This design comes from an exercise in tuning for small area, a short achievable clock period and few clock cycles per item on the open sky130 flow, not from production work.
RTL that was checked went through simulation tests only; none was proved equivalent to the original.
Power is estimated from default activity; no workload was simulated.

## the previous run
==> module moving_average_deviation_alarm, before the edit <==
module moving_average_deviation_alarm #(
  parameter int WINDOW_SIZE = mada_pkg::WINDOW_SIZE_DEFAULT
) (
  input  logic        clk,
  input  logic        rst,
  input  logic        in_valid,
  output logic        in_stall,
  input  logic [11:0] sample,
  output logic        out_valid,
  input  logic        out_stall,
  output logic [11:0] average,
  output logic [11:0] deviation,
  output logic        alarm,
  output logic        report_due,
  output logic        initialized,
  input  logic        cfg_valid,
  output logic        cfg_ready,
  input  logic [3:0]  cfg_index,
  input  logic [11:0] cfg_data
);
  logic [11:0] thr, vlo, vhi;
  logic [7:0]  per;
  assign cfg_ready = 1'b1;
  always_ff @(posedge clk) begin
    if (rst) begin
      thr <= 12'd32;
      vlo <= 12'd16;
      vhi <= 12'd1600;
      per <= 8'd10;
    end else if (cfg_valid) begin
      case (cfg_index)
        4'd0: thr <= cfg_data;
        4'd1: vlo <= cfg_data;
        4'd2: vhi <= cfg_data;
        4'd3: per <= cfg_data[7:0];
        default: ;
      endcase
    end
  end
  logic        adv;
  logic        acc;
  logic        skid_v;
  logic [11:0] skid_d;
  logic [11:0] win [0:20];
  logic        v0;
  assign adv      = !(out_valid && out_stall);
  assign in_stall = skid_v;
  assign acc      = in_valid && !skid_v;
  always_ff @(posedge clk) begin
    if (rst) begin
      skid_v <= 1'b0;
      v0     <= 1'b0;
    end else begin
      skid_v <= !adv && (skid_v || acc);
      if (adv) v0 <= skid_v || acc;
    end
  end
  always_ff @(posedge clk) begin
    if (!skid_v) skid_d <= sample;
  end
  always_ff @(posedge clk) begin
    if (adv && (skid_v || acc)) begin
      win[0] <= skid_v ? skid_d : sample;
      for (int i = 1; i <= 20; i++) win[i] <= win[i-1];
    end
  end
  logic signed [11:0] s0;
  logic [16:0]        sum;
  logic               filled;
  logic [4:0]         kcnt;
  logic [11:0]        fill_val;
  logic [7:0]         cnt;
  logic [11:0]        rem;
  logic               in_range, fill, upd, rep;
  assign s0       = $signed(win[0]);
  assign in_range = (s0 > $signed(vlo)) && (s0 < $signed(vhi));
  assign fill     = v0 && !filled && in_range;
  assign upd      = v0 && filled;
  assign rem      = (kcnt == 5'd20) ? win[20] : fill_val;
  assign rep      = (cnt >= per);
  logic        v1, upd1, init1, rep1;
  logic [11:0] s1;
  always_ff @(posedge clk) begin
    if (rst) begin
      filled <= 1'b0;
      cnt    <= 8'd0;
      v1     <= 1'b0;
    end else if (adv) begin
      if (fill) filled <= 1'b1;
      if (v0) cnt <= rep ? 8'd1 : cnt + 8'd1;
      v1 <= v0;
    end
  end
  always_ff @(posedge clk) begin
    if (adv) begin
      if (fill) begin
        sum      <= {1'b0, ~s0[11], s0[10:0], 4'd0} + {3'b0, ~s0[11], s0[10:0], 2'd0};
        fill_val <= win[0];
        kcnt     <= 5'd0;
      end else if (upd) begin
        sum <= sum + 17'(s0) - 17'($signed(rem));
        if (kcnt != 5'd20) kcnt <= kcnt + 5'd1;
      end
      s1    <= win[0];
      upd1  <= upd;
      init1 <= filled || fill;
      rep1  <= rep;
    end
  end
  logic               sneg, snz;
  logic [14:0]        v0q;
  logic [19:0]        bq;
  logic [8:0]         k2;
  logic [20:0]        tq;
  logic [11:0]        quot;
  logic [11:0]        avg;
  logic               v2, init2, rep2;
  logic [11:0]        s2;
  assign sneg = sum < 17'd40960;
  assign snz  = |sum[1:0];
  assign v0q  = sum[16:2];
  assign bq   = {v0q, 5'd0} + {v0q, 4'd0} + {v0q, 1'b0} + v0q;
  assign k2   = {sneg & snz, sneg & !snz, sneg & !snz, 1'b1, 5'd0};
  assign tq   = bq + (bq >> 8) + k2;
  assign quot = tq[19:8] ^ 12'h800;
  always_ff @(posedge clk) begin
    if (rst) begin
      avg <= 12'd0;
      v2  <= 1'b0;
    end else if (adv) begin
      if (v1 && upd1) avg <= quot;
      v2 <= v1;
    end
  end
  always_ff @(posedge clk) begin
    if (adv) begin
      s2    <= s1;
      init2 <= init1;
      rep2  <= rep1;
    end
  end
  logic signed [12:0] diff;
  logic [11:0]        dev;
  assign diff = $signed({s2[11], s2}) - $signed({avg[11], avg});
  assign dev  = (s2 == 12'd0 || avg == 12'd0) ? 12'd0
              : (diff[12] ? 12'(-diff) : diff[11:0]);
  always_ff @(posedge clk) begin
    if (rst) begin
      out_valid <= 1'b0;
    end else if (adv) begin
      out_valid <= v2;
    end
  end
  always_ff @(posedge clk) begin
    if (adv) begin
      average     <= avg;
      deviation   <= dev;
      alarm       <= (dev >= thr);
      report_due  <= rep2;
      initialized <= init2;
    end
  end
endmodule
Settings: LEC_CHECK=0, CAP_MARGIN=20, CORE_MARGIN=2, CORE_UTILIZATION=40, SLEW_MARGIN=20; clock period 5.5 ns.
run.sh (not shown) runs the stock make flow with config.mk's settings and CLKGATE_MAP_FILE= SYNTH_SCRIPT=/design/flow/synth_recipe.tcl, a recipe that flattens the netlist after the stock synthesis.
Testbench counts of the previous run, summed over its fixed seeds: cycles 3,232, items 3,200.
Input-level comparison between the current run and the previous run:
--- a/flow/design.v
+++ b/flow/design.v
@@ -70,11 +70,11 @@
       win[0] <= skid_v ? skid_d : sample;
       for (int i = 1; i <= 20; i++) win[i] <= win[i-1];
     end
   end
   logic signed [11:0] s0;
-  logic [16:0]        sum;
+  logic signed [16:0] sum;
   logic               filled;
   logic [4:0]         kcnt;
   logic [11:0]        fill_val;
   logic [7:0]         cnt;
   logic [11:0]        rem;
@@ -99,11 +99,11 @@
     end
   end
   always_ff @(posedge clk) begin
     if (adv) begin
       if (fill) begin
-        sum      <= {1'b0, ~s0[11], s0[10:0], 4'd0} + {3'b0, ~s0[11], s0[10:0], 2'd0};
+        sum      <= 17'(s0) * 17'sd20;
         fill_val <= win[0];
         kcnt     <= 5'd0;
       end else if (upd) begin
         sum <= sum + 17'(s0) - 17'($signed(rem));
         if (kcnt != 5'd20) kcnt <= kcnt + 5'd1;
@@ -112,26 +112,17 @@
       upd1  <= upd;
       init1 <= filled || fill;
       rep1  <= rep;
     end
   end
-  logic               sneg, snz;
-  logic [14:0]        v0q;
-  logic [19:0]        bq;
-  logic [8:0]         k2;
-  logic [20:0]        tq;
+  logic signed [31:0] prod;
   logic [11:0]        quot;
   logic [11:0]        avg;
   logic               v2, init2, rep2;
   logic [11:0]        s2;
-  assign sneg = sum < 17'd40960;
-  assign snz  = |sum[1:0];
-  assign v0q  = sum[16:2];
-  assign bq   = {v0q, 5'd0} + {v0q, 4'd0} + {v0q, 1'b0} + v0q;
-  assign k2   = {sneg & snz, sneg & !snz, sneg & !snz, 1'b1, 5'd0};
-  assign tq   = bq + (bq >> 8) + k2;
-  assign quot = tq[19:8] ^ 12'h800;
+  assign prod = sum * 32'sd26215;
+  assign quot = prod[30:19] + {11'd0, sum[16]};
   always_ff @(posedge clk) begin
     if (rst) begin
       avg <= 12'd0;
       v2  <= 1'b0;
     end else if (adv) begin
Findings:
- The flow for the current run finished, though final verification flagged setup timing.
- Of the current run and the previous run, the current run shows the lower post-detailed-route via-to-cell ratio, with the previous run above it.
- Design area (the previous run / the current run): 0.840
- Against the previous run, the current run reports a multi-input combinational area share that is higher.
- Comparing the current run and the previous run, worst slew slack as a fraction of its limit is lower on the current run.
- The current run vs. the previous run: overall power of the completed layout +6600 µW; routed wire length +23%; number of cells in the design after placement +about 26%; post-cts gate resize count +37.
- Note that the number of filler cells placed in the layout recorded for the previous run amounts to 0.829 times the value seen in the current run.
- Comparing the current run and the previous run, the higher non-clock buffer count is on the current run.
Only the layout flow was run in the current run; the RTL was not checked for function there.

---

Setup of juniper:
The RTL this note starts from:
==> flow/design.v <==
package mada_pkg;
  localparam int WINDOW_SIZE_DEFAULT = 20;
  localparam int SAMPLE_W            = 12;
  localparam int PERIOD_W            = 8;
  localparam int CFG_INDEX_W         = 4;
  localparam int CFG_DATA_W          = 12;
endpackage
module moving_average_deviation_alarm #(
  parameter int WINDOW_SIZE = mada_pkg::WINDOW_SIZE_DEFAULT
) (
  input  logic        clk,
  input  logic        rst,
  input  logic        in_valid,
  output logic        in_stall,
  input  logic [11:0] sample,
  output logic        out_valid,
  input  logic        out_stall,
  output logic [11:0] average,
  output logic [11:0] deviation,
  output logic        alarm,
  output logic        report_due,
  output logic        initialized,
  input  logic        cfg_valid,
  output logic        cfg_ready,
  input  logic [3:0]  cfg_index,
  input  logic [11:0] cfg_data
);
  localparam logic [351:0] DIV_HI = 352'b1100011001011000000000101110010111011001100110101100100101001100101010000000010011001011100100110011000110010010000110010100000000000111100101101110011001011011001000110011001001100000000010110010110101001100101001100100010001100100100000000000111001011001100110010010110010000100110010001000000000001100101100010011001000011001000000011001000000000000;
  localparam logic [191:0] DIV_LO = 192'b110001110000101100101011101010101001101000100100100011100010100001100000011100011011011010011001011000010100010011010010010001010000001100001011001010001001001000000100000011000010000001000000;
  localparam logic [255:0] DIV_C = 256'b0000000000000000000000000000000000000000000000000000000000000000000000000000000000000000000000000000000000001011101010011000010000000000000010101001100001000011000000000000100110000100001100100000000000001000010000110010000100000000000001000011001000010000;
  logic [11:0] thr, vlo, vhi;
  logic [7:0]  per;
  assign cfg_ready = 1'b1;
  always_ff @(posedge clk) begin
    if (rst) begin
      thr <= 12'd32;
      vlo <= 12'd16;
      vhi <= 12'd1600;
      per <= 8'd10;
    end else if (cfg_valid) begin
      case (cfg_index)
        4'd0: thr <= cfg_data;
        4'd1: vlo <= cfg_data;
        4'd2: vhi <= cfg_data;
        4'd3: per <= cfg_data[7:0];
        default: ;
      endcase
    end
  end
  logic        adv, acc;
  logic        skid_v;
  logic [11:0] skid_d;
  logic [11:0] in_w, sbi;
  logic [10:0] dhi;
  logic [5:0]  dli;
  assign adv      = !(out_valid && out_stall);
  assign in_stall = skid_v;
  assign acc      = in_valid && !skid_v;
  always_ff @(posedge clk) begin
    if (rst) skid_v <= 1'b0;
    else     skid_v <= !adv && (skid_v || acc);
  end
  always_ff @(posedge clk) begin
    if (!skid_v) skid_d <= sample;
  end
  assign in_w = skid_v ? skid_d : sample;
  assign sbi  = {~in_w[11], in_w[10:0]};
  assign dhi  = DIV_HI[11*sbi[11:7] +: 11];
  assign dli  = DIV_LO[6*sbi[6:2] +: 6];
  logic        v0;
  logic [11:0] s0;
  logic [7:0]  qh0;
  logic [2:0]  rh0, lq0, lr0;
  logic [7:0]  cnt;
  logic [3:0]  dc;
  logic        junkq;
  logic [7:0]  q0;
  logic [4:0]  r0;
  logic        inr0, rep0;
  always_ff @(posedge clk) begin
    if (rst) v0 <= 1'b0;
    else if (adv) v0 <= skid_v || acc;
  end
  always_ff @(posedge clk) begin
    if (adv) begin
      s0  <= in_w;
      qh0 <= dhi[10:3];
      rh0 <= dhi[2:0];
      lq0 <= dli[5:3];
      lr0 <= dli[2:0];
    end
  end
  assign dc = DIV_C[4*{rh0, lr0} +: 4];
  assign {q0, junkq} = {qh0, dc[3]} + {5'd0, lq0, dc[3]};
  assign r0 = {dc[2:0], s0[1:0]};
  logic [4:0]        rtail_n;
  logic signed [5:0] dr0;
  assign dr0  = $signed({1'b0, r0}) - $signed({1'b0, rtail_n});
  assign inr0 = ($signed(s0) > $signed(vlo)) && ($signed(s0) < $signed(vhi));
  assign rep0 = (cnt >= per);
  always_ff @(posedge clk) begin
    if (rst) cnt <= 8'd0;
    else if (adv && v0) cnt <= rep0 ? 8'd1 : cnt + 8'd1;
  end
  logic        v1, inr1, rep1;
  logic [7:0]  q1;
  logic [4:0]  r1;
  logic signed [5:0] dr1;
  logic [11:0] s1;
  always_ff @(posedge clk) begin
    if (rst) v1 <= 1'b0;
    else if (adv) v1 <= v0;
  end
  always_ff @(posedge clk) begin
    if (adv) begin
      q1   <= q0;
      r1   <= r0;
      dr1  <= dr0;
      s1   <= s0;
      inr1 <= inr0;
      rep1 <= rep0;
    end
  end
  logic [7:0]        wq [0:19];
  logic [4:0]        wr [0:19];
  logic [4:0]        kcnt;
  logic              kfull;
  logic              filled;
  logic [4:0]        R;
  logic              fill, upd, push;
  logic [7:0]        qt_n;
  logic signed [6:0] rx;
  logic              cp, cn;
  logic [4:0]        rn;
  logic [8:0]        x1;
  assign fill  = v1 && !filled && inr1;
  assign upd   = v1 && filled;
  assign push  = adv && v1;
  assign qt_n    = fill ? q1 : (kfull ? wq[18] : wq[19]);
  assign rtail_n = !v1 ? wr[19] : (fill ? r1 : (kfull ? wr[18] : wr[19]));
  assign rx    = $signed({2'b0, R}) + 7'(dr1);
  assign cn    = rx[6];
  assign cp    = !rx[6] && (rx >= 7'sd20);
  assign rn    = cn ? 5'(rx + 7'sd20) : (cp ? 5'(rx - 7'sd20) : rx[4:0]);
  logic [8:0]        xm, x0;
  logic              junkx;
  assign xm    = {1'b0, q1} + {1'b1, ~wq[19]};
  assign {x0, junkx} = {1'b0, q1, 1'b1} + {1'b1, ~wq[19], 1'b1};
  assign x1    = cn ? xm : x0;
  always_ff @(posedge clk) begin
    if (push) begin
      wq[0] <= q1;
      wr[0] <= r1;
      for (int i = 1; i < 19; i++) begin
        wq[i] <= wq[i-1];
        wr[i] <= wr[i-1];
      end
      wq[19] <= qt_n;
      wr[19] <= rtail_n;
    end
  end
  always_ff @(posedge clk) begin
    if (rst) filled <= 1'b0;
    else if (adv && fill) filled <= 1'b1;
  end
  always_ff @(posedge clk) begin
    if (adv) begin
      if (fill) begin
        kcnt  <= 5'd0;
        kfull <= 1'b0;
        R     <= 5'd0;
      end else if (upd) begin
        R <= rn;
        if (!kfull) kcnt <= kcnt + 5'd1;
        if (kcnt == 5'd18) kfull <= 1'b1;
      end
    end
  end
  logic        v2, fill2, upd2, cp2, rep2, init2;
  logic [8:0]  x2;
  logic [11:0] s2;
  logic [11:0] Q, qn, qu;
  logic        junkqu;
  assign {qu, junkqu} = {Q, cp2} + {{3{x2[8]}}, x2, cp2};
  assign qn = fill2 ? {~s2[11], s2[10:0]} : (upd2 ? qu : Q);
  always_ff @(posedge clk) begin
    if (rst) v2 <= 1'b0;
    else if (adv) v2 <= v1;
  end
  always_ff @(posedge clk) begin
    if (adv) begin
      fill2 <= fill;
      upd2  <= upd;
      x2    <= x1;
      cp2   <= cp;
      s2    <= s1;
      rep2  <= rep1;
      init2 <= filled || fill;
    end
  end
  always_ff @(posedge clk) begin
    if (adv) begin
      Q <= qn;
    end
  end
  logic        v3, upd3, rep3, init3, corr;
  logic [11:0] s3;
  logic [12:0] nsb3;
  always_ff @(posedge clk) begin
    if (rst) v3 <= 1'b0;
    else if (adv) v3 <= v2;
  end
  always_ff @(posedge clk) begin
    if (adv) begin
      upd3  <= upd2;
      s3    <= s2;
      nsb3  <= 13'd0 - {1'b0, ~s2[11], s2[10:0]};
      rep3  <= rep2;
      init3 <= init2;
      corr  <= !qn[11] && (R != 5'd0);
    end
  end
  logic        zero, thr0, junk0, junk1, junk2, junk3;
  logic [11:0] sb3, avgb;
  logic [12:0] dpos, dng;
  logic [11:0] dev;
  logic [13:0] ua, ub, uc, s1v, c1v, t1;
  logic [13:0] va, vb, vc, s2v, c2v, t2;
  assign sb3  = {~s3[11], s3[10:0]};
  assign avgb = Q + {11'd0, corr};
  assign {dpos, junk0} = {1'b0, sb3, 1'b1} + {1'b1, ~Q, !corr};
  assign {dng, junk3}  = {1'b0, Q, corr} + {nsb3, corr};
  assign thr0 = (thr == 12'd0);
  assign zero = !upd3 || (s3 == 12'd0) || (Q == 12'h800 && !corr) || (Q == 12'h7FF && corr);
  assign dev  = zero ? 12'd0 : (dpos[12] ? dng[11:0] : dpos[11:0]);
  assign ua  = {2'b00, sb3};
  assign ub  = {2'b11, ~Q};
  assign uc  = {2'b11, ~thr};
  assign s1v = ua ^ ub ^ uc;
  assign c1v = (ua & ub) | (ua & uc) | (ub & uc);
  assign {t1, junk1} = {s1v, 1'b1} + {c1v[12:0], !corr, 1'b1};
  assign va  = {2'b00, Q};
  assign vb  = {nsb3[12], nsb3};
  assign vc  = {2'b11, ~thr};
  assign s2v = va ^ vb ^ vc;
  assign c2v = (va & vb) | (va & vc) | (vb & vc);
  assign {t2, junk2} = {s2v, corr} + {c2v[12:0], 1'b1, corr};
  always_ff @(posedge clk) begin
    if (rst) out_valid <= 1'b0;
    else if (adv) out_valid <= v3;
  end
  always_ff @(posedge clk) begin
    if (adv) begin
      average     <= upd3 ? (avgb ^ 12'h800) : 12'd0;
      deviation   <= dev;
      alarm       <= thr0 || (!zero && (!t1[13] || !t2[13]));
      report_due  <= rep3;
      initialized <= init3;
    end
  end
endmodule
make LEC_CHECK=0 CAP_MARGIN=20 CORE_MARGIN=2 CORE_UTILIZATION=65 CTS_CLUSTER_DIAMETER=80 CTS_CLUSTER_SIZE=30 SETUP_SLACK_MARGIN=3.0 SLEW_MARGIN=20 finish   # period 5.5 ns
Testbench counts of juniper, summed over its fixed seeds: cycles 3,240, items 3,200.
> inputs changed (juniper -> nickel)
-- flow/design.v --
<<< juniper, line 96
  logic [4:0]        rtail_n;
  logic signed [5:0] dr0;
  assign dr0  = $signed({1'b0, r0}) - $signed({1'b0, rtail_n});
  assign inr0 = ($signed(s0) > $signed(vlo)) && ($signed(s0) < $signed(vhi));
  assign rep0 = (cnt >= per);
>>> nickel, line 96
  logic [4:0]        rtail_n;
  logic signed [5:0] dr0;
  logic signed [6:0] dm0;
  assign dr0  = $signed({1'b0, r0}) - $signed({1'b0, rtail_n});
  assign dm0  = $signed({2'b0, r0}) - $signed({2'b0, rtail_n}) - 7'sd20;
  assign inr0 = ($signed(s0) > $signed(vlo)) && ($signed(s0) < $signed(vhi));
  assign rep0 = (cnt >= per);
<<< juniper, line 107
  logic [4:0]  r1;
  logic signed [5:0] dr1;
  logic [11:0] s1;
  always_ff @(posedge clk) begin
>>> nickel, line 109
  logic [4:0]  r1;
  logic signed [5:0] dr1;
  logic signed [6:0] dm1;
  logic [11:0] s1;
  always_ff @(posedge clk) begin
<<< juniper, line 117
      r1   <= r0;
      dr1  <= dr0;
      s1   <= s0;
      inr1 <= inr0;
>>> nickel, line 120
      r1   <= r0;
      dr1  <= dr0;
      dm1  <= dm0;
      s1   <= s0;
      inr1 <= inr0;
<<< juniper, line 130
  logic              fill, upd, push;
  logic [7:0]        qt_n;
  logic signed [6:0] rx;
  logic              cp, cn;
  logic [4:0]        rn;
  logic [8:0]        x1;
  assign fill  = v1 && !filled && inr1;
  assign upd   = v1 && filled;
  assign push  = adv && v1;
  assign qt_n    = fill ? q1 : (kfull ? wq[18] : wq[19]);
  assign rtail_n = !v1 ? wr[19] : (fill ? r1 : (kfull ? wr[18] : wr[19]));
  assign rx    = $signed({2'b0, R}) + 7'(dr1);
  assign cn    = rx[6];
  assign cp    = !rx[6] && (rx >= 7'sd20);
  assign rn    = cn ? 5'(rx + 7'sd20) : (cp ? 5'(rx - 7'sd20) : rx[4:0]);
  logic [8:0]        xm, x0;
  logic              junkx;
  assign xm    = {1'b0, q1} + {1'b1, ~wq[19]};
  assign {x0, junkx} = {1'b0, q1, 1'b1} + {1'b1, ~wq[19], 1'b1};
  assign x1    = cn ? xm : x0;
  always_ff @(posedge clk) begin
    if (push) begin
>>> nickel, line 134
  logic              fill, upd, push;
  logic [7:0]        qt_n;
  logic signed [6:0] rx, rxm;
  logic              cp, cn;
  logic [4:0]        rn;
  logic [8:0]        xm, x0, xp, x1;
  assign fill  = v1 && !filled && inr1;
  assign upd   = v1 && filled;
  assign push  = adv && v1;
  assign qt_n    = !push ? wq[19] : (fill ? q1 : (kfull ? wq[18] : wq[19]));
  assign rtail_n = !push ? wr[19] : (fill ? r1 : (kfull ? wr[18] : wr[19]));
  assign rx    = $signed({2'b0, R}) + 7'(dr1);
  assign rxm   = $signed({2'b0, R}) + dm1;
  assign cn    = rx[6];
  assign cp    = !rxm[6];
  assign rn    = cn ? 5'(rx + 7'sd20) : (cp ? rxm[4:0] : rx[4:0]);
  assign xm    = {1'b0, q1} + {1'b1, ~wq[19]};
  assign x0    = {1'b0, q1} - {1'b0, wq[19]};
  assign xp    = {1'b0, q1} - {1'b0, wq[19]} + 9'd1;
  assign x1    = cn ? xm : (cp ? xp : x0);
  always_ff @(posedge clk) begin
    if (push) begin
<<< juniper, line 177
    end
  end
  logic        v2, fill2, upd2, cp2, rep2, init2;
  logic [8:0]  x2;
  logic [11:0] s2;
  logic [11:0] Q, qn, qu;
  logic        junkqu;
  assign {qu, junkqu} = {Q, cp2} + {{3{x2[8]}}, x2, cp2};
  assign qn = fill2 ? {~s2[11], s2[10:0]} : (upd2 ? qu : Q);
  always_ff @(posedge clk) begin
    if (rst) v2 <= 1'b0;
>>> nickel, line 181
    end
  end
  logic        v2, fill2, upd2, rep2, init2;
  logic [8:0]  x2;
  logic [11:0] s2;
  logic [11:0] Q;
  always_ff @(posedge clk) begin
    if (rst) v2 <= 1'b0;
<<< juniper, line 193
      upd2  <= upd;
      x2    <= x1;
      cp2   <= cp;
      s2    <= s1;
      rep2  <= rep1;
>>> nickel, line 194
      upd2  <= upd;
      x2    <= x1;
      s2    <= s1;
      rep2  <= rep1;
<<< juniper, line 201
  always_ff @(posedge clk) begin
    if (adv) begin
      Q <= qn;
    end
  end
  logic        v3, upd3, rep3, init3, corr;
  logic [11:0] s3;
  logic [12:0] nsb3;
>>> nickel, line 201
  always_ff @(posedge clk) begin
    if (adv) begin
      if (fill2) Q <= {~s2[11], s2[10:0]};
      else if (upd2) Q <= Q + {{3{x2[8]}}, x2};
    end
  end
  logic        v3, upd3, rep3, init3, rnz3;
  logic [11:0] s3;
  logic [12:0] nsb3;
<<< juniper, line 218
      rep3  <= rep2;
      init3 <= init2;
      corr  <= !qn[11] && (R != 5'd0);
    end
  end
  logic        zero, thr0, junk0, junk1, junk2, junk3;
  logic [11:0] sb3, avgb;
  logic [12:0] dpos, dng;
>>> nickel, line 219
      rep3  <= rep2;
      init3 <= init2;
      rnz3  <= (R != 5'd0);
    end
  end
  logic        corr, zero, thr0, junk0, junk1, junk2, junk3;
  logic [11:0] sb3, avgb;
  logic [12:0] dpos, dng;
<<< juniper, line 227
  logic [13:0] ua, ub, uc, s1v, c1v, t1;
  logic [13:0] va, vb, vc, s2v, c2v, t2;
  assign sb3  = {~s3[11], s3[10:0]};
  assign avgb = Q + {11'd0, corr};
>>> nickel, line 228
  logic [13:0] ua, ub, uc, s1v, c1v, t1;
  logic [13:0] va, vb, vc, s2v, c2v, t2;
  assign corr = !Q[11] && rnz3;
  assign sb3  = {~s3[11], s3[10:0]};
  assign avgb = Q + {11'd0, corr};
==> comparison <==
- Looking at final worst slack across nickel and juniper, the one that comes out lower is nickel.
- In nickel relative to juniper, die area had gone up by a few percent.
- For count of clock buffers in the final design, dividing the value from nickel by the value from juniper gives 0.893.
- The higher global routing usage on met2 came out of nickel.
- nickel: die outline height higher than juniper
- nickel against juniper; number of placed instances, taps included is up by a few percent.
- Compared with juniper, nickel shows total routing resource utilization after global routing higher by 0.58 points.
- Comparing power share of the clock group for nickel and juniper, the smaller number came from nickel.
- Going from juniper to nickel, synthesized cell count grows by 5.5%.
- Diff juniper -> nickel | pin count of the biggest net entering global routing | decrease of about 9%
Function not checked in nickel: the RTL went through the layout flow alone.

[re-timing with driven ports]
The flow's constraints put no driver on any port. The routed layouts listed below were extracted and timed again, unchanged, in two steps. Step 1 assumes that a clkbuf_16 drives the clock port and a buf_2 every other input. Step 2 moves the port delays by t, midway between the first and last clock arrival at a register: inputs arrive t later, outputs are due t later. That takes back most of the time a late clock gives input paths. a / b / c = no drivers / after step 1 / after step 2; a / b = the first two.
| run | t (ns) | setup WS [ns] | worst register clock-pin slew, ns |
|---|---|---|---|
| the previous run | 0.609 | 0.128 / 0.128 / 0.128 | 0.07 / 0.07 |
| the current run | 0.607 | -0.715 / -0.715 / -0.715 | 0.07 / 0.07 |
| juniper | 0.616 | 2.805 / 2.805 / 2.458 | 0.11 / 0.11 |
| nickel | 0.618 | 2.650 / 2.650 / 2.079 | 0.11 / 0.11 |
The setup slack of nickel, which loses most, moves by 0.000 ns with the drivers and by -0.571 ns with both steps.
